Context: an optimization exercise on an open-source flow, tuned for small area and a short achievable clock period. The choices shown serve that exercise and are no tape-out recipe.
The RTL was checked by simulation tests, not by an equivalence proof against the original design.
Power is estimated from default activity; no workload was simulated.

<file path="run.sh">
#!/bin/bash
# synth_recipe.tcl (not shown) runs the flow's synth.tcl, then flattens the netlist and writes it again
# the make line also repeats each setting of config.mk as NAME=value (left out here)
make -C /OpenROAD-flow-scripts/flow DESIGN_CONFIG=/design/flow/config.mk WORK_HOME=/design/flow/orfs CLKGATE_MAP_FILE= SYNTH_SCRIPT=/design/flow/synth_recipe.tcl finish
</file>
<file path="config.mk">
export PLATFORM = sky130hd
export DESIGN_NAME = pipeCpu
export DESIGN_NICKNAME = pipeCpu
export VERILOG_FILES = /design/flow/design.v
export SDC_FILE = /design/flow/constraint.sdc
export NUM_CORES = 4
export LEC_CHECK = 0
export CAP_MARGIN = 20
export CORE_MARGIN = 2
export CORE_UTILIZATION = 45
export CTS_BUF_LIST = sky130_fd_sc_hd__clkbuf_8
export PLACE_DENSITY = 0.6
export SETUP_SLACK_MARGIN = 3.0
export SLEW_MARGIN = 20
</file>
<file path="constraint.sdc">
create_clock -name core_clock -period 6.0 [get_ports {clk}]
set_input_delay 1.2000 -clock core_clock [delete_from_list [all_inputs] [get_ports {clk}]]
set_output_delay 1.2000 -clock core_clock [all_outputs]
set_load 0.01 [all_outputs]
</file>
<file path="design.v">
package cpuPkg;
    typedef logic [32-1:0]   wordT;
    typedef logic [5-1:0] regAddrT;
    typedef enum logic [3:0] {
        aluAdd,
        aluSub,
        aluAnd,
        aluOr,
        aluXor,
        aluSlt,
        aluSll,
        aluSrl,
        aluLui
    } aluOpE;
    typedef struct packed {
        logic [5:0] opcode;
        regAddrT    rs;
        regAddrT    rt;
        regAddrT    rd;
        logic [4:0] shamt;
        logic [5:0] funct;
    } rFieldsT;
    typedef struct packed {
        logic [5:0]  opcode;
        regAddrT     rs;
        regAddrT     rt;
        logic [15:0] imm;
    } iFieldsT;
    typedef union packed {
        rFieldsT r;
        iFieldsT i;
    } instrU;
endpackage
`timescale 1ns/1ps
module pipeCpu (
    input  logic             clk,
    input  logic             rstN,
    input  logic             instrValid,
    input  logic [31:0]      instr,
    output logic             wbValid,
    output logic [4:0]       wbReg,
    output logic [31:0]      wbData
);
    logic        dValid;
    logic [31:0] dInstr;
    logic [31:1] dSelA;
    logic [31:1] dSelB;
    logic        dBypA;
    logic        dBypB;
    logic        dFwdA;
    logic        dFwdB;
    logic        eWr;
    logic [4:0]  eDst;
    logic [31:0] eA;
    logic [31:0] eB;
    logic        eFwdA;
    logic        eFwdB;
    logic        eCSum;
    logic        eCG;
    logic        eCP;
    logic        eSub;
    logic        eSlt;
    logic        eSll;
    logic        eSrl;
    logic [4:0]  eSh;
    logic        rValid;
    logic [4:0]  rReg;
    logic [31:0] rData;
    logic [31:1][31:0] regs;
    logic        clrN;
    logic [5:0]  op;
    logic [5:0]  fn;
    logic [4:0]  rs;
    logic [4:0]  rt;
    logic [4:0]  rd;
    logic [15:0] imm;
    logic        isR;
    logic        rAdd, rSub, rAnd, rOr, rXor, rSlt, rSll, rSrl;
    logic        iAddi, iAndi, iOri, iLui;
    logic        supported;
    logic [4:0]  dst;
    logic        wr;
    logic [31:0] immExt;
    logic [31:0] rdA;
    logic [31:0] rdB;
    always_comb begin
        op  = dInstr[31:26];
        rs  = dInstr[25:21];
        rt  = dInstr[20:16];
        rd  = dInstr[15:11];
        fn  = dInstr[5:0];
        imm = dInstr[15:0];
        isR   = (op == 6'h00);
        rAdd  = isR && (fn == 6'h20);
        rSub  = isR && (fn == 6'h22);
        rAnd  = isR && (fn == 6'h24);
        rOr   = isR && (fn == 6'h25);
        rXor  = isR && (fn == 6'h26);
        rSlt  = isR && (fn == 6'h2A);
        rSll  = isR && (fn == 6'h00);
        rSrl  = isR && (fn == 6'h02);
        iAddi = (op == 6'h08);
        iAndi = (op == 6'h0C);
        iOri  = (op == 6'h0D);
        iLui  = (op == 6'h0F);
        supported = rAdd | rSub | rAnd | rOr | rXor | rSlt | rSll | rSrl |
                    iAddi | iAndi | iOri | iLui;
        dst = isR ? rd : rt;
        wr  = dValid && supported && (dst != 5'd0);
        immExt = '0;
        if (iAddi)        immExt = {{16{imm[15]}}, imm};
        if (iAndi | iOri) immExt = {16'h0000, imm};
        if (iLui)         immExt = {imm, 16'h0000};
        rdA = dBypA ? rData : '0;
        rdB = dBypB ? rData : '0;
        for (int i = 1; i < 32; i++) begin
            rdA = rdA | (dSelA[i] ? regs[i] : '0);
            rdB = rdB | (dSelB[i] ? regs[i] : '0);
        end
        rdB = rdB | immExt;
    end
    always_ff @(posedge clk) begin
        if (!rstN) eWr <= 1'b0;
        else       eWr <= wr;
        eDst   <= dst;
        eA     <= rdA;
        eB     <= rdB;
        eFwdA  <= dFwdA;
        eFwdB  <= dFwdB;
        eCSum  <= rAdd | rSub | iAddi;
        eCG    <= rAnd | iAndi | rOr | iOri | iLui;
        eCP    <= rXor | rOr | iOri | iLui;
        eSub   <= rSub | rSlt;
        eSlt   <= rSlt;
        eSll   <= rSll;
        eSrl   <= rSrl;
        eSh    <= dInstr[10:6];
    end
    logic [4:0]  pRs;
    logic [4:0]  pRt;
    logic        pUseA;
    logic        pUseB;
    logic        pFwdA;
    logic        pFwdB;
    logic        pBypA;
    logic        pBypB;
    always_comb begin
        pRs   = instr[25:21];
        pRt   = instr[20:16];
        pUseA = (instr[31:26] != 6'h0F) && (pRs != 5'd0);
        pUseB = (instr[31:26] == 6'h00) && (pRt != 5'd0);
        pFwdA = pUseA && wr && (dst == pRs);
        pFwdB = pUseB && wr && (dst == pRt);
        pBypA = pUseA && !pFwdA && eWr && (eDst == pRs);
        pBypB = pUseB && !pFwdB && eWr && (eDst == pRt);
    end
    always_ff @(posedge clk) begin
        if (!rstN) dValid <= 1'b0;
        else       dValid <= instrValid;
        dInstr <= instr;
        dFwdA  <= pFwdA;
        dFwdB  <= pFwdB;
        dBypA  <= pBypA;
        dBypB  <= pBypB;
        for (int i = 1; i < 32; i++) begin
            dSelA[i] <= pUseA && !pFwdA && !pBypA && (pRs == i[4:0]);
            dSelB[i] <= pUseB && !pFwdB && !pBypB && (pRt == i[4:0]);
        end
    end
    logic [31:0] srcA;
    logic [31:0] srcB;
    logic [31:0] bx;
    logic [31:0] p;
    logic [31:0] g;
    logic [31:0] gp [0:5];
    logic [31:0] pp [0:5];
    logic [32:0] c;
    logic [31:0] sum;
    logic        lt;
    logic [31:0] shIn;
    logic [31:0] shOut;
    logic [31:0] aluOut;
    always_comb begin
        srcA = eA | (eFwdA ? rData : '0);
        srcB = eB | (eFwdB ? rData : '0);
        bx = srcB ^ {32{eSub}};
        p  = srcA ^ bx;
        g  = srcA & bx;
        gp[0] = g;
        pp[0] = p;
        gp[0][0] = g[0] | (p[0] & eSub);
        for (int l = 1; l <= 5; l++) begin
            for (int i = 0; i < 32; i++) begin
                if (i[l-1]) begin
                    gp[l][i] = gp[l-1][i] | (pp[l-1][i] & gp[l-1][((i >> (l-1)) << (l-1)) - 1]);
                    pp[l][i] = pp[l-1][i] & pp[l-1][((i >> (l-1)) << (l-1)) - 1];
                end else begin
                    gp[l][i] = gp[l-1][i];
                    pp[l][i] = pp[l-1][i];
                end
            end
        end
        c   = {gp[5], eSub};
        sum = p ^ c[31:0];
        lt  = p[31] ? sum[31] : srcA[31];
        for (int j = 0; j < 32; j++) shIn[j] = eSll ? srcB[31-j] : srcB[j];
        shOut = shIn >> eSh;
        for (int j = 0; j < 32; j++) begin
            aluOut[j] = (eCSum & sum[j]) | (eCG & g[j]) | (eCP & p[j])
                      | (eSrl & shOut[j]) | (eSll & shOut[31-j]);
        end
        aluOut[0] = aluOut[0] | (eSlt & lt);
    end
    always_ff @(posedge clk) begin
        if (!rstN) rValid <= 1'b0;
        else       rValid <= eWr;
        rReg  <= eDst;
        rData <= aluOut;
    end
    assign wbValid = rValid;
    assign wbReg   = rReg;
    assign wbData  = rData;
    logic [31:0] wrData;
    assign wrData = clrN ? rData : '0;
    always_ff @(posedge clk) begin
        clrN <= rstN;
        for (int i = 1; i < 32; i++) begin
            if (!clrN || (rValid && (rReg == i[4:0]))) regs[i] <= wrData;
        end
    end
endmodule
</file>
==> flow_metrics.env, run 1 <==
export IMPL_status="no timing/DRC/antenna violations"
export IMPL_die_h_um=346.1
export IMPL_antenna_left=0
export IMPL_critPathRequiredTime_ns=6.77
export IMPL_synth_cell_type_count=83
export IMPL_hold_class="reg -> reg"
export IMPL_vias=46240
export IMPL_pre_cts_slack_ns=2.134
export IMPL_die_x_um=346.1
export IMPL_first_pass_iters=9
export IMPL_vias_per_cell=8.011
export IMPL_wl_per_cell_um=46.29
export IMPL_slew_headroom_pct=20.21
export IMPL_fp_dieArea_sq_mm=0.1198
export IMPL_drive_gt1_share_pct=19.84
export IMPL_start_util_pct=45.33
export IMPL_synthCells=3843
export IMPL_antenna_found_initial=27
export IMPL_synth_area_sq_mm=0.05268
export IMPL_finalWorstSetupSlack_ns=2.717
export IMPL_finalCritPeriodShare_pct=54.72
export IMPL_cts_tree="yes"
export IMPL_hold_buffers=0
export IMPL_std_cell_rows=125
export IMPL_p_leak_nw=21.87
export IMPL_path_class="reg -> reg"
export IMPL_async_reset_ff_share_pct=0
export IMPL_grt_max_degree=40
export IMPL_endpoint_kind="flip-flop"
export IMPL_pwr_density_cell_mw_per_mm2=296.5
export IMPL_grt_use_total_pct=43.20
export IMPL_cts_root_buffer="clkbuf_8"
export IMPL_synth_edf_count=992
export IMPL_slew_violations=0
export IMPL_syn2layout_area_growth_pct=16.27
export IMPL_synth_seq_cells=1209
export IMPL_drtIter0Drc=11220
export IMPL_synth_xor_area_share_pct=1.197
export IMPL_seq_area_frac_synth_pct=64.80
export IMPL_final_setup_skew_ns=0.04526
export IMPL_mappedNetlistNets=3915
export IMPL_post_dp_hpwl_mm=140.9
export IMPL_cts_buffers=193
export IMPL_cp_max_fo=10
export IMPL_max_freq_mhz=304.6
export IMPL_synth_ff_type="edfxtp_1"
export IMPL_power_total_w=0.01816
export IMPL_synth_compound_area_share_pct=20.34
export IMPL_maxCapViolCount=0
export IMPL_cts_max_level=4
export IMPL_routed_wl_mm=267.2
export IMPL_post_synth_mux_area_share_pct=2.829
export IMPL_cts_max_path_buffers=3
export IMPL_syn_area_per_cell_sq_um=13.71
export IMPL_grt_pass1_wl_mm=354.6
export IMPL_rsz0062_at_grt="true"
export IMPL_io_pins=73
export IMPL_cp_start_kind="flip-flop"
export IMPL_synth_simple_area_share_pct=7.527
export IMPL_arrival_ns=4.05
export IMPL_synth_top_family_by_area="compound AO/OA/AOI/OAI gates"
export IMPL_setup_viol=0
export IMPL_io_buffers=72
export IMPL_nNetsFinal=4122
export IMPL_yosys_warnings=3
export IMPL_hold_viol=0
export IMPL_ir_drop_mv=0.1993
export IMPL_tightestPinTransition_ns=1.197
export IMPL_grt_pass1_vias=42100
export IMPL_clock_sinks=1209
export IMPL_gp_congestion=1.010
export IMPL_overflow=0
export IMPL_drc_errors=0
export IMPL_setup_tns_final_ns=0
export IMPL_period_minus_slack_ns=3.283
export IMPL_synth_fa_ha_area_share_pct=0.9501
export IMPL_worst_skew_pair_late_latency_ns=0.94
export IMPL_path_clk_slew_ns=0.06
export IMPL_coreArea_sq_mm=0.1162
-- kinds of logic (layout without fill, tap and decap cells) --
logic type | after synthesis | count (layout)
muxes | 115 | 115
DFF | 1209 | 1209
adders and majority gates | 37 | 37
other | 0 | 25
and+or+nand+nor | 724 | 724
xor gates and xnor gates | 72 | 72
buffers and inverters | 308 | 688
AOI/OAI and AO/OA | 1378 | 1378
-- state kept, by name (all words and copies together) (netlist names), 5 cells and up --
| name | flops |
|---|---|
| eA | 32 |
| eDst | 5 |
| eB | 32 |
| rData | 32 |
| dInstr | 27 |
| dSelA | 31 |
| regs | 992 |
| eSh | 5 |
| dSelB | 31 |
| rReg | 5 |
-- cells in the mapped netlist (11+ instances only) --
library cell    n  share of area, %
nand2b_1       11              0.13
o21ai_0        65              0.62
nand3_1       153               1.5
inv_1          27              0.19
nor4_1         21              0.25
ha_1           32              0.76
nand4_1       155               1.8
mux2i_1        47              0.89
buf_1          32              0.23
a21o_1         40              0.57
a21oi_1        83              0.79
xnor2_1        50              0.83
a2111oi_0      16              0.27
nor2_1         76              0.54
edfxtp_1      992                57
mux2_2         36              0.77
dfxtp_1       217               8.2
nor3_1         32              0.30
a22o_1        180               3.0
and3_1         20              0.24
xor2_1         22              0.37
nand2_1        99              0.71
clkbuf_1      229               1.6
mux4_2         17              0.73
nor2b_1        42              0.50
a222oi_1       20              0.38
or4_1          35              0.50
a221oi_1      189               3.1
a221oi_2       17              0.48
and2_1         46              0.55
a22oi_1       686               9.8
-- path summary, 6_finish.rpt --
path	from	endpoint	slack [ns]	cells past startpoint
min reg2reg	dFwdB	eFwdB	0.33	0
max reg2reg	eFwdB	rData[16]	2.72	14
min	dFwdB	eFwdB	0.33	0
max	eFwdB	rData[16]	2.72	14
-- cell type report --
class	count	area (sq um)
diodes	25	62.56
clock buffers	212	2918
clock inverters	156	992.2
fillers	9677	54960
inverters	30	117.6
multi-input cells	2326	18270
flip-flops and latches	1209	34380
well taps	1524	1907
repair buffers	290	2601
-- per-layer routing --
| metal | share of wire [%] | vias to the layer above | wire length (um) | global-route usage [%] |
|---|---|---|---|---|
| li1 | - | 16650 | - | - |
| met1 | 33 | 22380 | 88630 | 53.39 |
| met2 | 39 | 5641 | 105500 | 58.42 |
| met3 | 19 | 1535 | 50300 | 22.19 |
| met4 | 8.4 | 32 | 22400 | 28.91 |
| met5 | 0.14 | - | 374 | 1.361 |
-- placed cells by master, fill, tap and decap left out, types with 22 or more instances in the layout --
cell type        Yosys  final
o21ai_0             65     24
nand3_1            153    153
a22o_1             180    180
dfxtp_2              0     71
buf_4                1    194
and2_1              46     34
nand4_1            155    155
nor2b_1             42     41
mux2i_1             47     39
xor2_1              22     22
dfxtp_4              0     42
clkinv_1             2     31
a21o_1              40     40
clkdlybuf4s50_1      0     34
nor2_1              76     72
inv_1               27     86
o21ai_4              0     32
xnor2_1             50     46
dfxtp_1            217    104
nand2_1             99     97
a221oi_1           189    182
clkinv_2             0     41
dlygate4sd2_1        0     36
a22oi_1            686    686
nor3_1              32     25
diode_2              0     25
mux2_2              36     36
edfxtp_1           992    992
or4_1               35     35
a21oi_1             83     57
clkbuf_8             0    212
ha_1                32     29
-- what timing repair did --
action / CTS / global route
setup buffers: 69 / 17
resized for setup: 177 / 69
setup endpoints to repair: 85 / 370
endpoints found under the hold margin: 0 / 0
cloned: 1 / 2
pin swaps: 29 / 18
-- power breakdown --
group          internal, W  switching, W  total, W
clock              0.00365       0.00360   0.00725
sequential         0.00944      0.000337   0.00977
combinational     0.000301      0.000827   0.00113
total               0.0134       0.00476    0.0182
-- critical path, stage by stage (launching register included) --
cell	delay (ns)
dfxtp_4	0.41
buf_12	0.17
a21oi_4	0.07
xnor2_2	0.20
ha_1	0.27
nor2b_4	0.15
o31ai_4	0.20
a21oi_2	0.09
a31o_2	0.26
nand4_1	0.09
nand2_1	0.09
a21o_1	0.18
fa_2	0.40
a222oi_1	0.38
o211ai_1	0.16
-- stage by stage --
stage	area (sq um)	hold WS, ns	instances	utilization [%]
2_1_floorplan	52840	0.3095	3843	-
3_3_place_gp	55750	0.3197	5290	47.98
3_5_place_dp	55760	0.3231	5290	47.98
4_1_cts	60700	0.3324	5728	52.23
5_1_grt	61190	0.3377	5749	52.65
6_report	61250	0.3322	5772	52.70
==> inputs of run 2 (changes only) <==
--- a/design.v
+++ b/design.v
@@ -54,6 +54,4 @@
     logic [31:0] eA;
     logic [31:0] eB;
-    logic        eFwdA;
-    logic        eFwdB;
     logic        eCSum;
     logic        eCG;
@@ -63,8 +61,22 @@
     logic        eSll;
     logic        eSrl;
-    logic [4:0]  eSh;
+    logic [7:0]  eShLo;
+    logic [3:0]  eShHi;
     logic        rValid;
     logic [4:0]  rReg;
     logic [31:0] rData;
+    logic [31:0] srcA;
+    logic [31:0] bx;
+    logic [31:0] p;
+    logic [31:0] g;
+    logic [31:0] sum;
+    logic [32:0] sum33;
+    logic        lt;
+    logic [31:0] shIn;
+    logic [31:0] shMid;
+    logic [31:0] shOut;
+    logic [31:0] cin;
+    logic [31:0] rest;
+    logic [31:0] aluOut;
     logic [31:1][31:0] regs;
     logic        clrN;
@@ -124,8 +136,6 @@
         else       eWr <= wr;
         eDst   <= dst;
-        eA     <= rdA;
-        eB     <= rdB;
-        eFwdA  <= dFwdA;
-        eFwdB  <= dFwdB;
+        eA     <= dFwdA ? aluOut : rdA;
+        eB     <= (dFwdB ? aluOut : rdB) ^ {32{rSub | rSlt}};
         eCSum  <= rAdd | rSub | iAddi;
         eCG    <= rAnd | iAndi | rOr | iOri | iLui;
@@ -135,5 +145,6 @@
         eSll   <= rSll;
         eSrl   <= rSrl;
-        eSh    <= dInstr[10:6];
+        for (int k = 0; k < 8; k++) eShLo[k] <= (dInstr[8:6] == k[2:0]);
+        for (int k = 0; k < 4; k++) eShHi[k] <= (dInstr[10:9] == k[1:0]);
     end
     logic [4:0]  pRs;
@@ -168,47 +179,26 @@
         end
     end
-    logic [31:0] srcA;
-    logic [31:0] srcB;
-    logic [31:0] bx;
-    logic [31:0] p;
-    logic [31:0] g;
-    logic [31:0] gp [0:5];
-    logic [31:0] pp [0:5];
-    logic [32:0] c;
-    logic [31:0] sum;
-    logic        lt;
-    logic [31:0] shIn;
-    logic [31:0] shOut;
-    logic [31:0] aluOut;
     always_comb begin
-        srcA = eA | (eFwdA ? rData : '0);
-        srcB = eB | (eFwdB ? rData : '0);
-        bx = srcB ^ {32{eSub}};
+        srcA = eA;
+        bx   = eB;
         p  = srcA ^ bx;
         g  = srcA & bx;
-        gp[0] = g;
-        pp[0] = p;
-        gp[0][0] = g[0] | (p[0] & eSub);
-        for (int l = 1; l <= 5; l++) begin
-            for (int i = 0; i < 32; i++) begin
-                if (i[l-1]) begin
-                    gp[l][i] = gp[l-1][i] | (pp[l-1][i] & gp[l-1][((i >> (l-1)) << (l-1)) - 1]);
-                    pp[l][i] = pp[l-1][i] & pp[l-1][((i >> (l-1)) << (l-1)) - 1];
-                end else begin
-                    gp[l][i] = gp[l-1][i];
-                    pp[l][i] = pp[l-1][i];
-                end
-            end
-        end
-        c   = {gp[5], eSub};
-        sum = p ^ c[31:0];
+        sum33 = {srcA, 1'b1} + {bx, eSub};
+        sum   = sum33[32:1];
         lt  = p[31] ? sum[31] : srcA[31];
-        for (int j = 0; j < 32; j++) shIn[j] = eSll ? srcB[31-j] : srcB[j];
-        shOut = shIn >> eSh;
+        for (int j = 0; j < 32; j++) shIn[j] = eSll ? eB[31-j] : eB[j];
+        shMid = '0;
+        for (int k = 0; k < 8; k++) shMid = shMid | (eShLo[k] ? (shIn >> k) : '0);
+        shOut = '0;
+        for (int k = 0; k < 4; k++) shOut = shOut | (eShHi[k] ? (shMid >> (8 * k)) : '0);
+        cin = sum ^ p;
         for (int j = 0; j < 32; j++) begin
-            aluOut[j] = (eCSum & sum[j]) | (eCG & g[j]) | (eCP & p[j])
-                      | (eSrl & shOut[j]) | (eSll & shOut[31-j]);
-        end
-        aluOut[0] = aluOut[0] | (eSlt & lt);
+            rest[j] = (eCG & g[j]) | (eCP & p[j])
+                    | (eSrl & shOut[j]) | (eSll & shOut[31-j]);
+        end
+        rest[0] = rest[0] | (eSlt & lt);
+        for (int j = 0; j < 32; j++) begin
+            aluOut[j] = cin[j] ? (rest[j] | (eCSum & !p[j])) : (rest[j] | (eCSum & p[j]));
+        end
     end
     always_ff @(posedge clk) begin
--- a/config.mk
+++ b/config.mk
@@ -9,6 +9,7 @@
 export CORE_MARGIN = 2
 export CORE_UTILIZATION = 45
-export CTS_BUF_LIST = sky130_fd_sc_hd__clkbuf_8
+export CTS_CLUSTER_DIAMETER = 120
+export CTS_CLUSTER_SIZE = 25
 export PLACE_DENSITY = 0.6
-export SETUP_SLACK_MARGIN = 3.0
+export SETUP_SLACK_MARGIN = 3.5
 export SLEW_MARGIN = 20
==> run 2 against run 1 <==
Worst setup slack gained 0.18 ns. Worst hold slack better by 0.096 ns. Total power is 13% lower.
==> flow_metrics.env, run 2 <==
export IMPL_status="no timing/DRC/antenna violations"
export IMPL_wl_per_cell_um=48.78
export IMPL_antenna_left=0
export IMPL_antenna_found_initial=11
export IMPL_ir_drop_mv=0.2350
export IMPL_die_h_um=345.3
export IMPL_cp_start_kind="flip-flop"
export IMPL_first_pass_iters=14
export IMPL_gp_congestion=1.060
export IMPL_cts_max_level=2
export IMPL_cp_slowest_cell="nor4_1"
export IMPL_cp_max_fo=14
export IMPL_syn_area_per_cell_sq_um=13.41
export IMPL_largest_reg_flops=992
export IMPL_nNetsFinal=4121
export IMPL_routed_wl_mm=274.9
export IMPL_slew_violations=0
export IMPL_clock_sinks=1214
export IMPL_synth_area_leaders="edfxtp_1 57%, dfxtp_1 8.5%, a22oi_1 7.3%, a221oi_1 4.7%, a22o_1 4.7%"
export IMPL_largest_register="regs"
export IMPL_fill_cells=9609
export IMPL_grt_pass1_vias=43060
export IMPL_pwr_density_cell_mw_per_mm2=257.4
export IMPL_grt_max_degree=40
export IMPL_path_buf_inv=2
export IMPL_start_util_pct=45.22
export IMPL_drive_gt1_share_pct=22.98
export IMPL_hold_slack_ns=0.4286
export IMPL_fp_dieArea_sq_mm=0.1192
export IMPL_arrival_ns=3.76
export IMPL_std_cell_rows=125
export IMPL_path_class="reg -> reg"
export IMPL_rsz0062_at_grt="true"
export IMPL_mostFrequentLayoutCell="edfxtp_1"
export IMPL_setup_viol=0
export IMPL_slew_headroom_pct=10.49
export IMPL_p_leak_nw=20.95
export IMPL_finalCritPeriodShare_pct=51.70
export IMPL_endpoint_kind="flip-flop"
export IMPL_post_dp_hpwl_mm=153.1
export IMPL_period_minus_slack_ns=3.102
export IMPL_yosys_area_top_type="edfxtp_1"
export IMPL_crit_chain="buf_4 > buf_4 > a22oi_1 > nand4_1 > nor4_1 > nand3_1 > o21ai_2 > xnor2_1"
export IMPL_yosys_top_cells_count="992 x edfxtp_1, 508 x a22oi_1, 280 x a221oi_1"
export IMPL_placed_area_sq_mm=0.05565
export IMPL_hold_viol=0
export IMPL_synth_area_sq_mm=0.05241
export IMPL_grt_pass1_wl_mm=364.5
export IMPL_synth_most_common_cell="edfxtp_1"
export IMPL_tightestPinTransition_ns=1.343
export IMPL_coreArea_sq_mm=0.1159
export IMPL_synth_top_area_share_pct=56.84
export IMPL_worst_skew_pair_late_latency_ns=0.74
export IMPL_vias=46480
export IMPL_synth_cell_type_count=79
export IMPL_synthCells=3909
export IMPL_path_common_cell="buf_4"
export IMPL_seq_area_sq_mm=0.03456
export IMPL_final_setup_skew_ns=0.02707
export IMPL_grt_use_total_pct=44.56
export IMPL_fin_area_sq_mm=0.06103
export IMPL_cpPeakStageDelay_ns=0.99
export IMPL_maxCapViolCount=0
export IMPL_syn2layout_area_growth_pct=16.45
export IMPL_synth_seq_cells=1214
export IMPL_final_cell_mix="992 x edfxtp_1, 483 x a22oi_1, 274 x a22o_1, 266 x a221oi_1, 225 x buf_4"
export IMPL_overflow=0
export IMPL_io_buffers=72
export IMPL_cts_root_buffer="clkbuf_16"
export IMPL_setup_tns_final_ns=0
export IMPL_async_reset_ff_share_pct=0
export IMPL_mappedNetlistNets=3977
export IMPL_synth_edf_count=992
export IMPL_cts_tree="yes"
export IMPL_synth_ff_type="edfxtp_1"
export IMPL_max_freq_mhz=322.4
export IMPL_yosys_warnings=1
export IMPL_critPathTopFamily="simple AND/OR/NAND/NOR gates"
export IMPL_die_x_um=345.3
export IMPL_io_pins=73
export IMPL_hold_class="reg -> reg"
export IMPL_multiInputGateArea_sq_mm=0.01933
export IMPL_cts_buffers=55
export IMPL_seq_area_frac_synth_pct=65.32
export IMPL_path_clk_slew_ns=0.10
export IMPL_vias_per_cell=8.248
export IMPL_drc_errors=0
export IMPL_cts_max_path_buffers=3
export IMPL_critPathRequiredTime_ns=6.66
export IMPL_drtIter0Drc=12900
==> run 2: cells by family after synthesis <==
| logic type | Yosys count | share of synthesized area (%) |
|---|---|---|
| compound gates | 1486 | 22.12 |
| mux | 43 | 0.9191 |
| xor+xnor | 67 | 1.120 |
| simple gates | 743 | 7.360 |
| flops | 1214 | 65.32 |
| fa+ha+maj | 33 | 0.8021 |
| buf+inv | 323 | 2.361 |
==> run 2: worst reg2reg max path: cells and delay by family (launching register included) <==
kind                   cells  cell delay, ns
flip-flops                 1            0.47
AO/OA/AOI/OAI              2            0.38
XOR/XNOR                   1            0.13
buffers and inverters      2            0.71
AND/OR/NAND/NOR            3            1.34
==> run 2: final timing paths <==
kind	from	end	slack [ns]	depth (start not counted)
setup / recovery	dSelB[1]	eB[20]	2.90	8
hold reg to reg	eDst[4]	rReg[4]	0.43	0
setup reg to reg	dSelB[1]	eB[20]	2.90	8
hold / removal	eDst[4]	rReg[4]	0.43	0
==> run 2: report_power, final <==
| group | total [W] | switching (W) | leakage (nW) | internal (W) |
|---|---|---|---|---|
| Clock | 0.00460 | 0.00277 | 0.777 | 0.00183 |
| Combinational | 0.00127 | 0.000905 | 8.05 | 0.000366 |
| Sequential | 0.00984 | 0.000365 | 12.1 | 0.00948 |
==> run 2: layout make-up <==
class	count	area share [%]
clock buffers	101	2.624
multi-input cells	2372	31.67
clock inverters	2	0.05945
repair buffers	384	5.673
well taps	1524	3.124
flip-flops and latches	1214	56.62
inverters	26	0.1722
diodes	13	0.05330
==> run 2: routing by layer <==
layer  global-route usage, %  up-vias  wire (um)
met3                   24.13     1706      53350
li1                        -    16690          -
met1                   54.77    22440      90570
met5                   1.641        -        328
met4                   29.74       17      24840
met2                   59.71     5637     105800
==> run 2: repair_timing <==
| action | 4_1_cts | 5_1_grt |
|---|---|---|
| endpoints found under the setup margin | 1413 | 524 |
| cloned | 2 | 0 |
| resized for setup | 658 | 145 |
| hold buffers | 0 | 0 |
| pin swaps | 167 | 115 |
| buffers inserted | 144 | 32 |
==> run 2: through the flow <==
step / util (%) / total power (W) / worst slack (ns) / std cells
final: 52.66 / 0.01571 / 2.898 / 5636
after global routing: 52.64 / 0.01593 / 2.942 / 5625
after CTS: 51.93 / 0.01546 / 2.955 / 5591
after detailed placement: 48.02 / 0.01103 / 2.105 / 5342
after global placement: 48.02 / 0.01103 / 2.076 / 5342
after floorplan: - / 0.01037 / 3.249 / 3909
==> inputs of run 3 (changes only) <==
--- a/design.v
+++ b/design.v
@@ -44,4 +44,6 @@
     logic        dValid;
     logic [31:0] dInstr;
+    logic [4:0]  dDst;
+    logic        dWrOk;
     logic [31:1] dSelA;
     logic [31:1] dSelB;
@@ -90,5 +92,4 @@
     logic        rAdd, rSub, rAnd, rOr, rXor, rSlt, rSll, rSrl;
     logic        iAddi, iAndi, iOri, iLui;
-    logic        supported;
     logic [4:0]  dst;
     logic        wr;
@@ -116,8 +117,6 @@
         iOri  = (op == 6'h0D);
         iLui  = (op == 6'h0F);
-        supported = rAdd | rSub | rAnd | rOr | rXor | rSlt | rSll | rSrl |
-                    iAddi | iAndi | iOri | iLui;
-        dst = isR ? rd : rt;
-        wr  = dValid && supported && (dst != 5'd0);
+        dst = dDst;
+        wr  = dValid && dWrOk;
         immExt = '0;
         if (iAddi)        immExt = {{16{imm[15]}}, imm};
@@ -148,4 +147,7 @@
         for (int k = 0; k < 4; k++) eShHi[k] <= (dInstr[10:9] == k[1:0]);
     end
+    logic        pIsR;
+    logic        pSupported;
+    logic [4:0]  pDst;
     logic [4:0]  pRs;
     logic [4:0]  pRt;
@@ -157,4 +159,12 @@
     logic        pBypB;
     always_comb begin
+        pIsR  = (instr[31:26] == 6'h00);
+        pSupported = pIsR ? ((instr[5:0] == 6'h20) || (instr[5:0] == 6'h22) ||
+                             (instr[5:0] == 6'h24) || (instr[5:0] == 6'h25)  ||
+                             (instr[5:0] == 6'h26) || (instr[5:0] == 6'h2A) ||
+                             (instr[5:0] == 6'h00) || (instr[5:0] == 6'h02))
+                          : ((instr[31:26] == 6'h08) || (instr[31:26] == 6'h0C) ||
+                             (instr[31:26] == 6'h0D)  || (instr[31:26] == 6'h0F));
+        pDst  = pIsR ? instr[15:11] : instr[20:16];
         pRs   = instr[25:21];
         pRt   = instr[20:16];
@@ -170,4 +180,6 @@
         else       dValid <= instrValid;
         dInstr <= instr;
+        dDst   <= pDst;
+        dWrOk  <= pSupported && (pDst != 5'd0);
         dFwdA  <= pFwdA;
         dFwdB  <= pFwdB;
--- a/config.mk
+++ b/config.mk
@@ -8,8 +8,9 @@
 export CAP_MARGIN = 20
 export CORE_MARGIN = 2
-export CORE_UTILIZATION = 45
+export CORE_UTILIZATION = 35
 export CTS_CLUSTER_DIAMETER = 120
 export CTS_CLUSTER_SIZE = 25
-export PLACE_DENSITY = 0.6
+export PLACE_DENSITY = 0.5
 export SETUP_SLACK_MARGIN = 3.5
 export SLEW_MARGIN = 20
+export TNS_END_PERCENT = 10
==> run 3 against run 2 <==
Via count shrank 0.51%. Non-clock buffer count down 21. Global-route usage fell by 7.6 points. Largest cell class unchanged. Combinational power decreased by 7%. Worst setup slack improved by 0.084 ns. Highest routed layer unchanged. Clock skew up 0.045 ns. Critical path depth down 7. Clock power increased by 3%. Final area hardly changed. Die area increased by 29%. Sequential cell count is 1 higher.
==> flow_metrics.env, run 3 <==
export IMPL_cts_max_path_buffers=3
export IMPL_cts_max_level=2
export IMPL_yosys_area_top_type="edfxtp_1"
export IMPL_start_util_pct=35.23
export IMPL_max_freq_mhz=331.4
export IMPL_mappedNetlistNets=4031
export IMPL_async_reset_ff_share_pct=0
export IMPL_cts_root_buffer="clkbuf_16"
export IMPL_nNetsFinal=4152
export IMPL_worst_skew_pair_late_latency_ns=0.77
export IMPL_grt_pass1_vias=43140
export IMPL_drtIter0Drc=10960
export IMPL_rsz0062_at_grt="true"
export IMPL_reg2reg_slack_ns=2.99
export IMPL_reg2reg_depth=9
export IMPL_busiest_layer="met2"
export IMPL_synth_ff_type="edfxtp_1"
export IMPL_coreArea_sq_mm=0.1496
export IMPL_grtUsageMet3_pct=16.06
export IMPL_drive_gt1_share_pct=19.60
export IMPL_maxCapViolCount=0
export IMPL_cpPeakStageDelay_ns=0.59
export IMPL_first_pass_iters=11
export IMPL_cp_start_kind="flip-flop"
export IMPL_clock_sinks=1215
export IMPL_critPathRequiredTime_ns=4.80
export IMPL_r2r_start="dSelB[27]"
export IMPL_synth_most_common_cell="edfxtp_1"
export IMPL_hp_start="dDst[4]"
export IMPL_hold_path_end="eDst[4]"
export IMPL_reg2reg_to="eB[29]"
export IMPL_cp_max_fo=4
export IMPL_grt_use_total_pct=36.98
export IMPL_yosys_warnings=1
export IMPL_synthCells=3963
export IMPL_std_cell_rows=142
export IMPL_largest_register="regs"
export IMPL_final_setup_skew_ns=0.07252
export IMPL_critPathTopFamily="buffers and inverters"
export IMPL_hold_viol=0
export IMPL_pre_cts_slack_ns=1.849
export IMPL_fp_dieArea_sq_mm=0.1537
export IMPL_path_clk_slew_ns=0.10
export IMPL_period_minus_slack_ns=3.017
export IMPL_grt_pass1_wl_mm=384.6
export IMPL_die_h_um=392.1
export IMPL_tightestPinTransition_ns=1.262
export IMPL_grt_max_degree=41
export IMPL_antenna_found_initial=12
export IMPL_synth_top_area_share_pct=56.52
export IMPL_cts_buffers=56
export IMPL_io_buffers=72
export IMPL_endpoint_kind="primary output"
export IMPL_wl_per_cell_um=47.49
export IMPL_whs_path_depth=0
export IMPL_drc_errors=0
export IMPL_vias_per_cell=7.504
export IMPL_status="no timing/DRC/antenna violations"
export IMPL_crit_chain="clkdlybuf4s50_1"
export IMPL_overflow=0
export IMPL_synth_edf_count=992
export IMPL_synth_cell_type_count=78
export IMPL_finalWorstSetupSlack_ns=2.983
export IMPL_arrival_ns=1.82
export IMPL_p_leak_nw=20.79
export IMPL_die_x_um=392.1
export IMPL_dpl_cell_count=5920
export IMPL_synth_seq_cells=1215
export IMPL_path_buf_inv=1
export IMPL_hold_class="reg -> reg"
export IMPL_use_met1_pct=48.44
export IMPL_cp_slowest_cell="clkdlybuf4s50_1"
export IMPL_path_class="reg -> out"
export IMPL_ir_drop_mv=0.2454
export IMPL_largest_reg_flops=992
export IMPL_gp_congestion=1.016
export IMPL_io_pins=73
export IMPL_synth_area_sq_mm=0.05270
export IMPL_antenna_left=0
export IMPL_syn2layout_area_growth_pct=15.74
export IMPL_setup_viol=0
export IMPL_post_dp_hpwl_mm=170.4
export IMPL_pwr_density_cell_mw_per_mm2=256.7
export IMPL_synth_area_leaders="edfxtp_1 57%, dfxtp_1 8.5%, a22oi_1 7.3%, a22o_1 4.7%, a221oi_1 4.7%"
export IMPL_mostFrequentLayoutCell="edfxtp_1"
export IMPL_yosys_top_cells_count="992 x edfxtp_1, 512 x a22oi_1, 285 x a22o_1"
export IMPL_syn_area_per_cell_sq_um=13.30
export IMPL_utilization_pct=40.77
export IMPL_cts_tree="yes"
export IMPL_slew_violations=0
export IMPL_vias=46250
export IMPL_fin_cells=6163
export IMPL_slew_headroom_pct=15.86
export IMPL_hold_buffers=0
export IMPL_routed_wl_mm=292.7
export IMPL_grtUsageMet2_pct=50.86
export IMPL_setup_tns_final_ns=0
export IMPL_seq_area_frac_synth_pct=64.99
export IMPL_final_cell_mix="992 x edfxtp_1, 490 x a22oi_1, 284 x a22o_1, 269 x a221oi_1, 242 x buf_4"
export IMPL_finalCritPeriodShare_pct=50.29
## run 3: final cells by class
class	instances	area, sq um
Clock inverter	8	126.4
Fill cell	14000	88600
Multi-Input combinational cell	2414	18880
Inverter	34	138.9
Clock buffer	98	1580
Tap cell	2016	2522
Timing Repair Buffer	363	3252
Sequential cell	1215	34460
Antenna cell	15	37.54
## run 3: metal layers
layer  routed length [um]  vias up
met5                  283        -
met4                19870       26
met3                49920     1160
met2               116500     5079
met1               106100    23190
li1                     -    16790
## run 3: kinds of logic (layout without fill, tap and decap cells)
group	count (synthesis)	in the layout	synth area share [%]
AO/OA/AOI/OAI	1513	1513	22.28
buffers and inverters	336	503	2.469
XOR/XNOR	67	67	1.113
flip-flops	1215	1215	64.99
multiplexers	42	44	0.9662
other	0	15	0
adder cells (fa/ha/maj)	33	33	0.7977
AND/OR/NAND/NOR	757	757	7.383
## run 3: stage by stage
stage,total power [W],hold slack [ns],cell area [sq um]
2_1_floorplan,0.01025,0.3730,52760
3_3_place_gp,0.01094,0.3786,56540
3_5_place_dp,0.01094,0.3809,56600
4_1_cts,0.01553,0.3909,60800
5_1_grt,0.01592,0.4056,60960
6_report,0.01566,0.3941,61000
## run 3: timing repair
item                       in CTS  in global routing
setup endpoints to repair    1441               1540
gates resized for setup       483                 41
setup buffers                 110                  6
gates cloned                    5                  0
pin swaps                     172                 10
## run 3: how the worst max path moves through the flow
| stage | endpoint | cells after the start | from |
|---|---|---|---|
| 2_1_floorplan | dSelA[2] | 10 | instr[21] |
| 3_3_place_gp | eB[27] | 10 | eSll |
| 3_5_place_dp | eB[27] | 10 | eSll |
| 4_1_cts | wbData[21] | 1 | rData[21] |
| 5_1_grt | eA[12] | 15 | eSll |
| 6_report | wbData[22] | 1 | rData[22] |
## run 3: report_power, final
group	total [W]	internal, W	switching, W
sequential	0.00975	0.00943	0.000320
combinational	0.00118	0.000303	0.000873
clock	0.00474	0.00184	0.00290
==> inputs of run 4 (changes only) <==
--- a/config.mk
+++ b/config.mk
@@ -8,9 +8,8 @@
 export CAP_MARGIN = 20
 export CORE_MARGIN = 2
-export CORE_UTILIZATION = 35
+export CORE_UTILIZATION = 45
 export CTS_CLUSTER_DIAMETER = 120
 export CTS_CLUSTER_SIZE = 25
-export PLACE_DENSITY = 0.5
+export PLACE_DENSITY = 0.55
 export SETUP_SLACK_MARGIN = 3.5
 export SLEW_MARGIN = 20
-export TNS_END_PERCENT = 10
==> run 4 against run 3 <==
Critical endpoint is now eA[31]. Critical path depth is 11 higher. Sequential share of layout area is 0.29 points higher. Clock skew is 0.036 ns lower. Sequential cell count stayed put. Non-clock buffer count is 5 higher. Via count is 1.2% higher. First-iteration DRC count is 7.4% higher. Die area is 22% lower. Still clean.
==> flow_metrics.env, run 4 <==
export IMPL_critPathTopFamily="compound AO/OA/AOI/OAI gates"
export IMPL_clock_sinks=1215
export IMPL_power_total_w=0.01553
export IMPL_synth_ff_type="edfxtp_1"
export IMPL_hold_buffers=0
export IMPL_fp_dieArea_sq_mm=0.1199
export IMPL_slew_violations=0
export IMPL_coreArea_sq_mm=0.1162
export IMPL_grt_pass1_wl_mm=371.2
export IMPL_wl_per_cell_um=49.76
export IMPL_cp_start_kind="flip-flop"
export IMPL_grt_use_total_pct=45.35
export IMPL_synth_cell_type_count=78
export IMPL_final_setup_skew_ns=0.03628
export IMPL_largest_register="regs"
export IMPL_cts_max_path_buffers=3
export IMPL_std_cell_rows=125
export IMPL_mostFrequentLayoutCell="edfxtp_1"
export IMPL_seq_area_frac_synth_pct=64.99
export IMPL_dpl_cell_count=5395
export IMPL_status="no timing/DRC/antenna violations"
export IMPL_arrival_ns=3.63
export IMPL_period_minus_slack_ns=3.002
export IMPL_pre_cts_slack_ns=2.076
export IMPL_yosys_top_cells_count="992 x edfxtp_1, 512 x a22oi_1, 285 x a22o_1"
export IMPL_io_pins=73
export IMPL_syn2layout_area_growth_pct=15.43
export IMPL_synthCells=3963
export IMPL_die_x_um=346.2
export IMPL_nNetsFinal=4154
export IMPL_synth_seq_cells=1215
export IMPL_antenna_found_initial=12
export IMPL_gp_congestion=1.059
export IMPL_endpoint_kind="flip-flop"
export IMPL_drive_gt1_share_pct=21.82
export IMPL_cts_root_buffer="clkbuf_16"
export IMPL_ir_drop_mv=0.2364
export IMPL_final_cell_mix="992 x edfxtp_1, 479 x a22oi_1, 283 x a22o_1, 266 x a221oi_1, 224 x buf_4"
export IMPL_drc_errors=0
export IMPL_syn_area_per_cell_sq_um=13.30
export IMPL_finalWorstSetupSlack_ns=2.998
export IMPL_routed_wl_mm=282.0
export IMPL_post_dp_hpwl_mm=156.6
export IMPL_fin_cells=5667
export IMPL_critPathRequiredTime_ns=6.63
export IMPL_yosys_area_top_type="edfxtp_1"
export IMPL_worst_skew_pair_late_latency_ns=0.74
export IMPL_finalCritPeriodShare_pct=50.03
export IMPL_start_util_pct=45.35
export IMPL_largest_reg_flops=992
export IMPL_vias_per_cell=8.256
export IMPL_path_class="reg -> reg"
export IMPL_first_pass_iters=13
export IMPL_hold_viol=0
export IMPL_synth_edf_count=992
export IMPL_slew_headroom_pct=9.769
export IMPL_antenna_left=0
export IMPL_die_h_um=346.2
export IMPL_cpPeakStageDelay_ns=0.41
export IMPL_drtIter0Drc=11770
export IMPL_p_leak_nw=21.01
export IMPL_cp_slowest_cell="dfxtp_4"
export IMPL_cp_max_fo=3
export IMPL_max_freq_mhz=333.1
export IMPL_grtUsageMet2_pct=60.91
export IMPL_grt_pass1_vias=42880
export IMPL_tightestPinTransition_ns=1.353
export IMPL_vias=46790
export IMPL_cts_tree="yes"
export IMPL_crit_chain="fa_2 > a21oi_4 > o211ai_1 > a311oi_1 > a211oi_2 > buf_4 > a211oi_4 > o21a_1 > o211ai_1 > buf_4 > nor2_2 > a21oi_1"
export IMPL_grtUsageMet3_pct=21.28
export IMPL_path_clk_slew_ns=0.11
export IMPL_synth_most_common_cell="edfxtp_1"
export IMPL_path_buf_inv=2
export IMPL_cts_buffers=55
export IMPL_busiest_layer="met2"
export IMPL_rsz0062_at_grt="true"
export IMPL_io_buffers=72
export IMPL_yosys_warnings=1
export IMPL_hold_class="reg -> reg"
export IMPL_async_reset_ff_share_pct=0
export IMPL_synth_area_leaders="edfxtp_1 57%, dfxtp_1 8.5%, a22oi_1 7.3%, a22o_1 4.7%, a221oi_1 4.7%"
export IMPL_cts_max_level=2
export IMPL_synth_area_sq_mm=0.05270
export IMPL_synth_top_area_share_pct=56.52
export IMPL_overflow=0
export IMPL_grt_max_degree=38
export IMPL_mappedNetlistNets=4031
export IMPL_setup_viol=0
export IMPL_setup_tns_final_ns=0
export IMPL_maxCapViolCount=0
export IMPL_use_met1_pct=60.09
export IMPL_pwr_density_cell_mw_per_mm2=255.3
[run 4: cell counts after synthesis]
Identical to the previous run, type by type.
[run 4: kinds of logic (layout without fill, tap and decap cells)]
family	Yosys count	after routing	share of synthesized area, %
AOI/OAI and AO/OA	1513	1513	22.28
xor gates and xnor gates	67	67	1.113
adders and majority gates	33	33	0.7977
buffers and inverters	336	506	2.469
DFF	1215	1215	64.99
muxes	42	42	0.9662
other	0	10	0
and+or+nand+nor	757	757	7.383
[run 4: layout make-up]
cell class / count / area (sq um)
Antenna cell: 10 / 25.02
Tap cell: 1524 / 1907
Multi-Input combinational cell: 2412 / 19350
Fill cell: 9920 / 55370
Clock buffer: 99 / 1573
Inverter: 34 / 148.9
Clock inverter: 5 / 61.31
Sequential cell: 1215 / 34550
Timing Repair Buffer: 368 / 3228
[run 4: worst paths after layout]
path | start | endpoint | slack (ns) | cells past startpoint
min reg2reg | dDst[2] | eDst[2] | 0.41 | 0
min | dDst[2] | eDst[2] | 0.41 | 0
max reg2reg | eA[0] | eA[31] | 3.00 | 12
max | eA[0] | eA[31] | 3.00 | 12
[run 4: metal layers]
metal	up-vias	wire length, um
met1	23170	99120
met4	12	20790
li1	16800	-
met5	-	152
met2	5421	109400
met3	1384	52490
[run 4: through the flow]
step	hold slack [ns]	area, sq um	util, %
floorplan	0.3730	53040	-
global placement	0.3899	55800	48.02
detailed placement	0.3956	55830	48.05
CTS	0.4099	60210	51.81
global route	0.4109	60810	52.33
finish	0.4090	60840	52.35
[run 4: where the power goes]
group	leakage (nW)	switching (W)	internal, W
Sequential	12.1	0.000319	0.00942
Clock	0.778	0.00279	0.00181
Combinational	8.10	0.000877	0.000316
[run 4: timing repair]
action,in CTS,in global routing
pin swaps,176,103
buffers inserted,127,26
endpoints found under the hold margin,0,0
setup endpoints to repair,1038,222
gates cloned,5,0
gates resized for setup,645,118
==> inputs of run 5 (changes only) <==
--- a/config.mk
+++ b/config.mk
@@ -8,8 +8,9 @@
 export CAP_MARGIN = 20
 export CORE_MARGIN = 2
-export CORE_UTILIZATION = 45
+export CORE_UTILIZATION = 35
 export CTS_CLUSTER_DIAMETER = 120
 export CTS_CLUSTER_SIZE = 25
-export PLACE_DENSITY = 0.55
-export SETUP_SLACK_MARGIN = 3.5
+export PLACE_DENSITY = 0.5
+export SETUP_SLACK_MARGIN = 4.0
 export SLEW_MARGIN = 20
+export TNS_END_PERCENT = 5
==> run 5 against run 4 <==
Synthesized area did not move. Sequential share of layout area fell by 0.49 points. Clock power rose by 4.6%. Synthesized cell count did not move. Via count fell by 1.3%. Register-to-register slack got worse by 0.08 ns. Clock-buffer cell count fell by 2. Clock skew rose by 0.048 ns. Total power rose by 1.4%. Sequential power barely moved. Final area rose by 0.75%. Worst setup slack got worse by 0.076 ns. Highest routed layer unchanged.
==> flow_metrics.env, run 5 <==
export IMPL_status="no timing/DRC/antenna violations"
export IMPL_grt_pass1_vias=42710
export IMPL_seq_area_frac_synth_pct=64.99
export IMPL_arrival_ns=3.71
export IMPL_grt_use_total_pct=36.57
export IMPL_cts_buffers=57
export IMPL_io_pins=73
export IMPL_std_cell_rows=142
export IMPL_coreArea_sq_mm=0.1496
export IMPL_grt_pass1_wl_mm=380.7
export IMPL_syn_area_per_cell_sq_um=13.30
export IMPL_period_minus_slack_ns=3.078
export IMPL_synth_cell_type_count=78
export IMPL_seq_area_sq_mm=0.03451
export IMPL_power_total_w=0.01575
export IMPL_vias_per_cell=7.501
export IMPL_path_class="reg -> reg"
export IMPL_rsz0062_at_grt="true"
export IMPL_p_sw_share_pct=26.20
export IMPL_tightestPinTransition_ns=1.203
export IMPL_slew_violations=0
export IMPL_drc_errors=0
export IMPL_fp_dieArea_sq_mm=0.1537
export IMPL_fill_cells=14040
export IMPL_critPathRequiredTime_ns=6.63
export IMPL_syn2layout_area_growth_pct=16.30
export IMPL_p_int_w=0.01162
export IMPL_first_pass_iters=10
export IMPL_synth_ff_type="edfxtp_1"
export IMPL_wl_per_cell_um=47.16
export IMPL_drtIter0Drc=11410
export IMPL_mostFrequentLayoutCell="edfxtp_1"
export IMPL_synth_edf_count=992
export IMPL_p_sw_w=0.004126
export IMPL_clock_sinks=1215
export IMPL_seqPwrFrac_pct=61.8
export IMPL_reg2reg_to="eB[29]"
export IMPL_maxCapViolCount=0
export IMPL_hold_viol=0
export IMPL_largest_reg_flops=992
export IMPL_multiInputGateArea_sq_mm=0.01902
export IMPL_cts_max_path_buffers=3
export IMPL_gp_congestion=0.9984
export IMPL_synthCells=3963
export IMPL_path_clk_slew_ns=0.11
export IMPL_final_setup_skew_ns=0.08458
export IMPL_reg2reg_depth=9
export IMPL_setup_tns_final_ns=0
export IMPL_grt_max_degree=33
export IMPL_r2r_start="dSelB[1]"
export IMPL_cts_root_buffer="clkbuf_16"
export IMPL_finalCritPeriodShare_pct=51.30
export IMPL_antenna_found_initial=15
export IMPL_async_reset_ff_share_pct=0
export IMPL_cp_start_kind="flip-flop"
export IMPL_synth_most_common_cell="edfxtp_1"
export IMPL_power_frac_comb_pct=7.7
export IMPL_antenna_left=0
export IMPL_final_cell_mix="992 x edfxtp_1, 494 x a22oi_1, 284 x a22o_1, 268 x a221oi_1, 246 x buf_4"
export IMPL_overflow=0
export IMPL_clkPwrFrac_pct=30.5
export IMPL_largest_register="regs"
export IMPL_hold_class="reg -> reg"
export IMPL_yosys_warnings=1
export IMPL_worst_skew_pair_late_latency_ns=0.80
export IMPL_start_util_pct=35.23
export IMPL_endpoint_kind="flip-flop"
export IMPL_routed_wl_mm=290.4
export IMPL_hp_start="dDst[4]"
export IMPL_max_freq_mhz=324.9
export IMPL_hold_buffers=0
export IMPL_cts_max_level=2
export IMPL_worstSetupEndpoint="eB[29]"
export IMPL_reg2reg_slack_ns=2.92
export IMPL_synth_area_sq_mm=0.05270
export IMPL_die_x_um=392.1
export IMPL_synth_seq_cells=1215
export IMPL_drive_gt1_share_pct=19.98
export IMPL_mappedNetlistNets=4031
export IMPL_ir_drop_mv=0.2792
export IMPL_synth_top_area_share_pct=56.52
export IMPL_cp_max_fo=20
export IMPL_post_dp_hpwl_mm=168.5
export IMPL_p_leak_nw=21.08
export IMPL_cts_tree="yes"
export IMPL_pwr_density_cell_mw_per_mm2=256.9
export IMPL_yosys_top_cells_count="992 x edfxtp_1, 512 x a22oi_1, 285 x a22o_1"
export IMPL_vias=46190
export IMPL_synth_area_leaders="edfxtp_1 57%, dfxtp_1 8.5%, a22oi_1 7.3%, a22o_1 4.7%, a221oi_1 4.7%"
export IMPL_yosys_area_top_type="edfxtp_1"
export IMPL_nNetsFinal=4154
export IMPL_die_h_um=392.1
export IMPL_slew_headroom_pct=19.77
export IMPL_setup_viol=0
export IMPL_io_buffers=72
export IMPL_startpoint="dSelB[1]"
==> run 5: layout make-up <==
class	instances	area share, %
inverter	34	0.2184
clock inverter	11	0.2694
multi-input combinational	2413	31.03
sequential	1215	56.29
antenna	7	0.02858
tap	2016	4.115
timing repair buffer	365	5.434
clock buffer	97	2.607
==> run 5: worst min-delay path by stage <==
stage                         end  slack [ns]  depth (start not counted)
final                     eDst[4]        0.40                          0
after global routing      eDst[2]        0.42                          0
after CTS                 eDst[4]        0.40                          0
after detailed placement  eDst[4]        0.39                          0
after global placement    eDst[4]        0.39                          0
after floorplan           eDst[0]        0.37                          0
==> run 5: power by group through the flow <==
stage	Combinational (W)	Clock (W)	Sequential (W)
floorplan	0.000488	0	0.00976
global placement	0.00103	0	0.00992
detailed placement	0.00103	0	0.00991
CTS	0.00112	0.00479	0.00971
global route	0.00121	0.00504	0.00975
finish	0.00121	0.00481	0.00973
==> run 5: per-layer routing <==
metal / track usage (%) / wire, um / part of all wire [%] / vias up
met5: 0 / 206 / 0.071 / -
met4: 18.96 / 19590 / 6.7 / 24
met3: 14.95 / 49840 / 17 / 1154
met2: 50.39 / 115700 / 40 / 5269
met1: 48.89 / 105100 / 36 / 22970
li1: - / - / - / 16780
==> run 5: cells by family (layout without fill, tap and decap cells) <==
family,after synthesis,in the layout,synth area share [%]
XOR/XNOR,67,67,1.113
AND/OR/NAND/NOR,757,757,7.383
other,0,7,0
flip-flops,1215,1215,64.99
buffers and inverters,336,507,2.469
multiplexers,42,43,0.9662
adder cells (fa/ha/maj),33,33,0.7977
AO/OA/AOI/OAI,1513,1513,22.28
==> run 5: repair_timing <==
item                       in CTS  in global routing
buffers inserted               81                 27
setup endpoints to repair    2192               2174
gates cloned                    4                  2
pin swaps                     106                 77
resized for setup             391                195
==> run 5: per-stage QoR <==
step	utilization, %	area, sq um	hold WS, ns	setup WS, ns	cells
final	40.97	61300	0.4048	2.922	6158
after global routing	40.96	61280	0.4160	2.933	6151
after CTS	40.46	60520	0.4048	3.042	6122
after detailed placement	37.90	56700	0.3891	1.710	5929
after global placement	37.86	56640	0.3879	1.752	5924
after floorplan	-	52750	0.3730	3.184	3963
==> run 5: worst max-delay path, cell delays in order, from the launching register on <==
cell and delay (ns):
dfxtp_2 0.58, buf_4 0.47, a22o_1 0.29, a221oi_1 0.22
nand3_1 0.13, nor4_1 0.33, nand2_1 0.10, a21oi_1 0.51
a31oi_1 0.11, xnor2_1 0.16
==> inputs of run 6 (changes only) <==
--- a/config.mk
+++ b/config.mk
@@ -8,9 +8,9 @@
 export CAP_MARGIN = 20
 export CORE_MARGIN = 2
-export CORE_UTILIZATION = 35
+export CORE_UTILIZATION = 40
 export CTS_CLUSTER_DIAMETER = 120
 export CTS_CLUSTER_SIZE = 25
 export PLACE_DENSITY = 0.5
-export SETUP_SLACK_MARGIN = 4.0
+export SETUP_SLACK_MARGIN = 3.3
 export SLEW_MARGIN = 20
-export TNS_END_PERCENT = 5
+export TNS_END_PERCENT = 10
==> run 6 against run 5 <==
Still clean on timing, DRC and antenna. Clock power decreased by 3%. Final cell count decreased by 4.4%. Wire length decreased by 0.16%. Maximum frequency decreased by 0.71%. Clock-buffer cell count increased by 2. First-iteration DRC count decreased by 2.7%. Highest routed layer unchanged.
==> flow_metrics.env, run 6 <==
export IMPL_p_sw_w=0.004025
export IMPL_start_util_pct=40.19
export IMPL_synthCells=3963
export IMPL_synth_most_common_cell="edfxtp_1"
export IMPL_coreArea_sq_mm=0.1311
export IMPL_synth_top_family_by_area="compound AO/OA/AOI/OAI gates"
export IMPL_rsz0062_at_grt="true"
export IMPL_std_cell_rows=133
export IMPL_p_leak_nw=20.95
export IMPL_routed_wl_mm=289.9
export IMPL_gp_congestion=1.016
export IMPL_largest_reg_flops=992
export IMPL_cts_max_level=2
export IMPL_drtIter0Drc=11100
export IMPL_seq_area_sq_mm=0.03447
export IMPL_yosys_area_top_type="edfxtp_1"
export IMPL_drc_errors=0
export IMPL_io_buffers=72
export IMPL_cts_buffers=55
export IMPL_cp_max_fo=18
export IMPL_multiInputGateArea_sq_mm=0.01878
export IMPL_worst_skew_pair_late_latency_ns=0.76
export IMPL_synth_cell_type_count=78
export IMPL_yosys_warnings=1
export IMPL_synth_seq_cells=1215
export IMPL_cp_slowest_cell="nor3_1"
export IMPL_post_dp_hpwl_mm=169.5
export IMPL_die_h_um=367.0
export IMPL_power_frac_comb_pct=7.6
export IMPL_cts_root_buffer="clkbuf_16"
export IMPL_synth_edf_count=992
export IMPL_grt_pass1_wl_mm=381.5
export IMPL_setup_viol=0
export IMPL_first_pass_iters=10
export IMPL_clock_sinks=1215
export IMPL_die_x_um=367.0
export IMPL_drive_gt1_share_pct=18.20
export IMPL_ir_drop_mv=0.2299
export IMPL_io_pins=73
export IMPL_hold_class="reg -> reg"
export IMPL_maxCapViolCount=0
export IMPL_grt_use_total_pct=41.54
export IMPL_setup_tns_final_ns=0
export IMPL_synth_ff_type="edfxtp_1"
export IMPL_mostFrequentLayoutCell="edfxtp_1"
export IMPL_seq_area_frac_synth_pct=64.99
export IMPL_p_sw_share_pct=25.78
export IMPL_grt_pass1_vias=42980
export IMPL_largest_register="regs"
export IMPL_hold_viol=0
export IMPL_cts_max_path_buffers=3
export IMPL_synth_fa_ha_area_share_pct=0.7977
export IMPL_clkPwrFrac_pct=30.0
export IMPL_slew_violations=0
export IMPL_seqPwrFrac_pct=62.4
export IMPL_vias=46380
export IMPL_fill_cells=11850
export IMPL_path_clk_slew_ns=0.11
export IMPL_pwr_density_cell_mw_per_mm2=258.3
export IMPL_path_buf_inv=1
export IMPL_tightestPinTransition_ns=1.277
export IMPL_finalCritPeriodShare_pct=51.66
export IMPL_synth_simple_area_share_pct=7.383
export IMPL_synth_area_leaders="edfxtp_1 57%, dfxtp_1 8.5%, a22oi_1 7.3%, a22o_1 4.7%, a221oi_1 4.7%"
export IMPL_syn_area_per_cell_sq_um=13.30
export IMPL_cp_start_kind="flip-flop"
export IMPL_endpoint_kind="flip-flop"
export IMPL_vias_per_cell=7.877
export IMPL_syn2layout_area_growth_pct=14.66
export IMPL_period_minus_slack_ns=3.100
export IMPL_grt_max_degree=38
export IMPL_critPathTopFamily="simple AND/OR/NAND/NOR gates"
export IMPL_critPathRequiredTime_ns=6.56
export IMPL_crit_chain="buf_4 > a22o_1 > a221oi_1 > nand4_1 > nor3_1 > a21oi_1"
export IMPL_post_synth_mux_area_share_pct=0.9662
export IMPL_antenna_found_initial=13
export IMPL_slew_headroom_pct=14.88
export IMPL_final_setup_skew_ns=0.07246
export IMPL_synth_area_sq_mm=0.05270
export IMPL_synth_top_area_share_pct=56.52
export IMPL_arrival_ns=3.66
export IMPL_power_total_w=0.01561
export IMPL_antenna_left=0
export IMPL_final_cell_mix="992 x edfxtp_1, 495 x a22oi_1, 283 x a22o_1, 272 x a221oi_1, 250 x buf_4"
export IMPL_mappedNetlistNets=4031
export IMPL_async_reset_ff_share_pct=0
export IMPL_synth_compound_area_share_pct=22.28
export IMPL_cpPeakStageDelay_ns=0.83
export IMPL_nNetsFinal=4141
export IMPL_overflow=0
export IMPL_max_freq_mhz=322.6
export IMPL_fp_dieArea_sq_mm=0.1347
export IMPL_status="no timing/DRC/antenna violations"
export IMPL_p_int_w=0.01159
export IMPL_cts_tree="yes"
export IMPL_yosys_top_cells_count="992 x edfxtp_1, 512 x a22oi_1, 285 x a22o_1"
export IMPL_synth_xor_area_share_pct=1.113
export IMPL_path_class="reg -> reg"
export IMPL_wl_per_cell_um=49.24
==> run 6: cell types whose count changed in the layout (fill, tap and decap cells not counted), moves of 5 or more <==
cell and delta:
dlygate4sd2_1 -17, nor2_2 -12, diode_2 +6, a21oi_2 +5
dlymetal6s2s_1 +21, clkdlybuf4s50_1 +20, ha_1 -5, dfxtp_2 +12
dfxtp_4 -14, buf_6 -18, buf_12 -12, nor2_1 +10
==> run 6: metrics by stage <==
| stage | setup slack, ns | hold WS [ns] | instances | cell area, sq um | utilization, % |
|---|---|---|---|---|---|
| 2_1_floorplan | 2.442 | 0.3730 | 3963 | 52700 | - |
| 3_3_place_gp | 1.733 | 0.4029 | 5666 | 56250 | 42.90 |
| 3_5_place_dp | 1.725 | 0.3970 | 5667 | 56280 | 42.92 |
| 4_1_cts | 2.860 | 0.4134 | 5846 | 59660 | 45.50 |
| 5_1_grt | 2.876 | 0.4171 | 5876 | 60400 | 46.06 |
| 6_report | 2.900 | 0.4099 | 5888 | 60430 | 46.08 |
==> run 6: cell families after synthesis <==
family | after synthesis
AO/OA/AOI/OAI | 1513
XOR/XNOR | 67
adder cells (fa/ha/maj) | 33
buffers and inverters | 336
flip-flops | 1215
multiplexers | 42
AND/OR/NAND/NOR | 757
==> run 6: per-layer routing <==
metal / share of wire [%] / track usage, % / vias to the layer above
li1: - / - / 16760
met1: 37 / 55.38 / 23250
met2: 39 / 55.75 / 5134
met3: 17 / 18.40 / 1224
met4: 7.1 / 23.27 / 8
met5: 0.028 / 0.2849 / -
==> run 6: path summary, 6_finish.rpt <==
path | from | endpoint | slack [ns] | cells after the start
worst min-delay path | eDst[3] | rReg[3] | 0.41 | 0
worst min register to register | eDst[3] | rReg[3] | 0.41 | 0
worst max-delay path | dSelA[5] | eA[28] | 2.90 | 6
worst max register to register | dSelA[5] | eA[28] | 2.90 | 6
==> run 6: what timing repair did <==
action | in CTS | in global routing
buffers inserted | 74 | 27
endpoints found under the setup margin | 547 | 1255
hold buffers | 0 | 0
pin swaps | 141 | 41
cloned | 1 | 0
resized for setup | 288 | 129
hold endpoints to repair | 0 | 0
==> run 6: final cells by class <==
class	count	area share, %
repair buffers	355	5.236
clock buffers	99	2.586
flip-flops and latches	1215	57.04
multi-input cells	2412	31.08
clock inverters	5	0.1511
inverters	34	0.2174
well taps	1755	3.634
diodes	13	0.05383
==> run 6: power groups by stage <==
stage / clock, W / sequential, W / combinational, W
6_report: 0.00468 / 0.00975 / 0.00119
5_1_grt: 0.00492 / 0.00976 / 0.00118
4_1_cts: 0.00466 / 0.00972 / 0.00108
3_5_place_dp: 0 / 0.00991 / 0.00101
3_3_place_gp: 0 / 0.00991 / 0.00101
2_1_floorplan: 0 / 0.00977 / 0.000484

-- afterwards: timing with drivers on the ports --
Ports are ideal in the flow. The routed layouts listed here were re-timed in OpenROAD.
Step 1, drivers: a clkbuf_16 drives clk and a buf_2 each remaining input, both assumed.
Step 2 adds t to the input delays and takes it off the output delays; t is the mean of the earliest and latest rising clock arrival at the registers after step 1. Input paths then give back, and output paths get back, about the clock's delay inside the block.
Three values: ideal ports, drivers, drivers and shift; two values: the first two.
| run | t, ns | setup slack, ns | cell pins on the clock port's net |
|---|---|---|---|
| run 1 | 0.987 | 2.717 / 2.717 / 2.402 | 1 |
| run 2 | 0.806 | 2.898 / 2.898 / 2.779 | 1 |
| run 3 | 0.817 | 2.983 / 2.898 / 2.419 | 1 |
| run 4 | 0.801 | 2.998 / 2.998 / 2.901 | 1 |
| run 5 | 0.848 | 2.922 / 2.922 / 2.512 | 1 |
| run 6 | 0.801 | 2.900 / 2.844 / 2.430 | 1 |
After both steps every run listed still meets setup and hold. For run 3, which loses most, drivers alone change the setup slack by -0.085 ns; drivers and shift together by -0.564 ns.
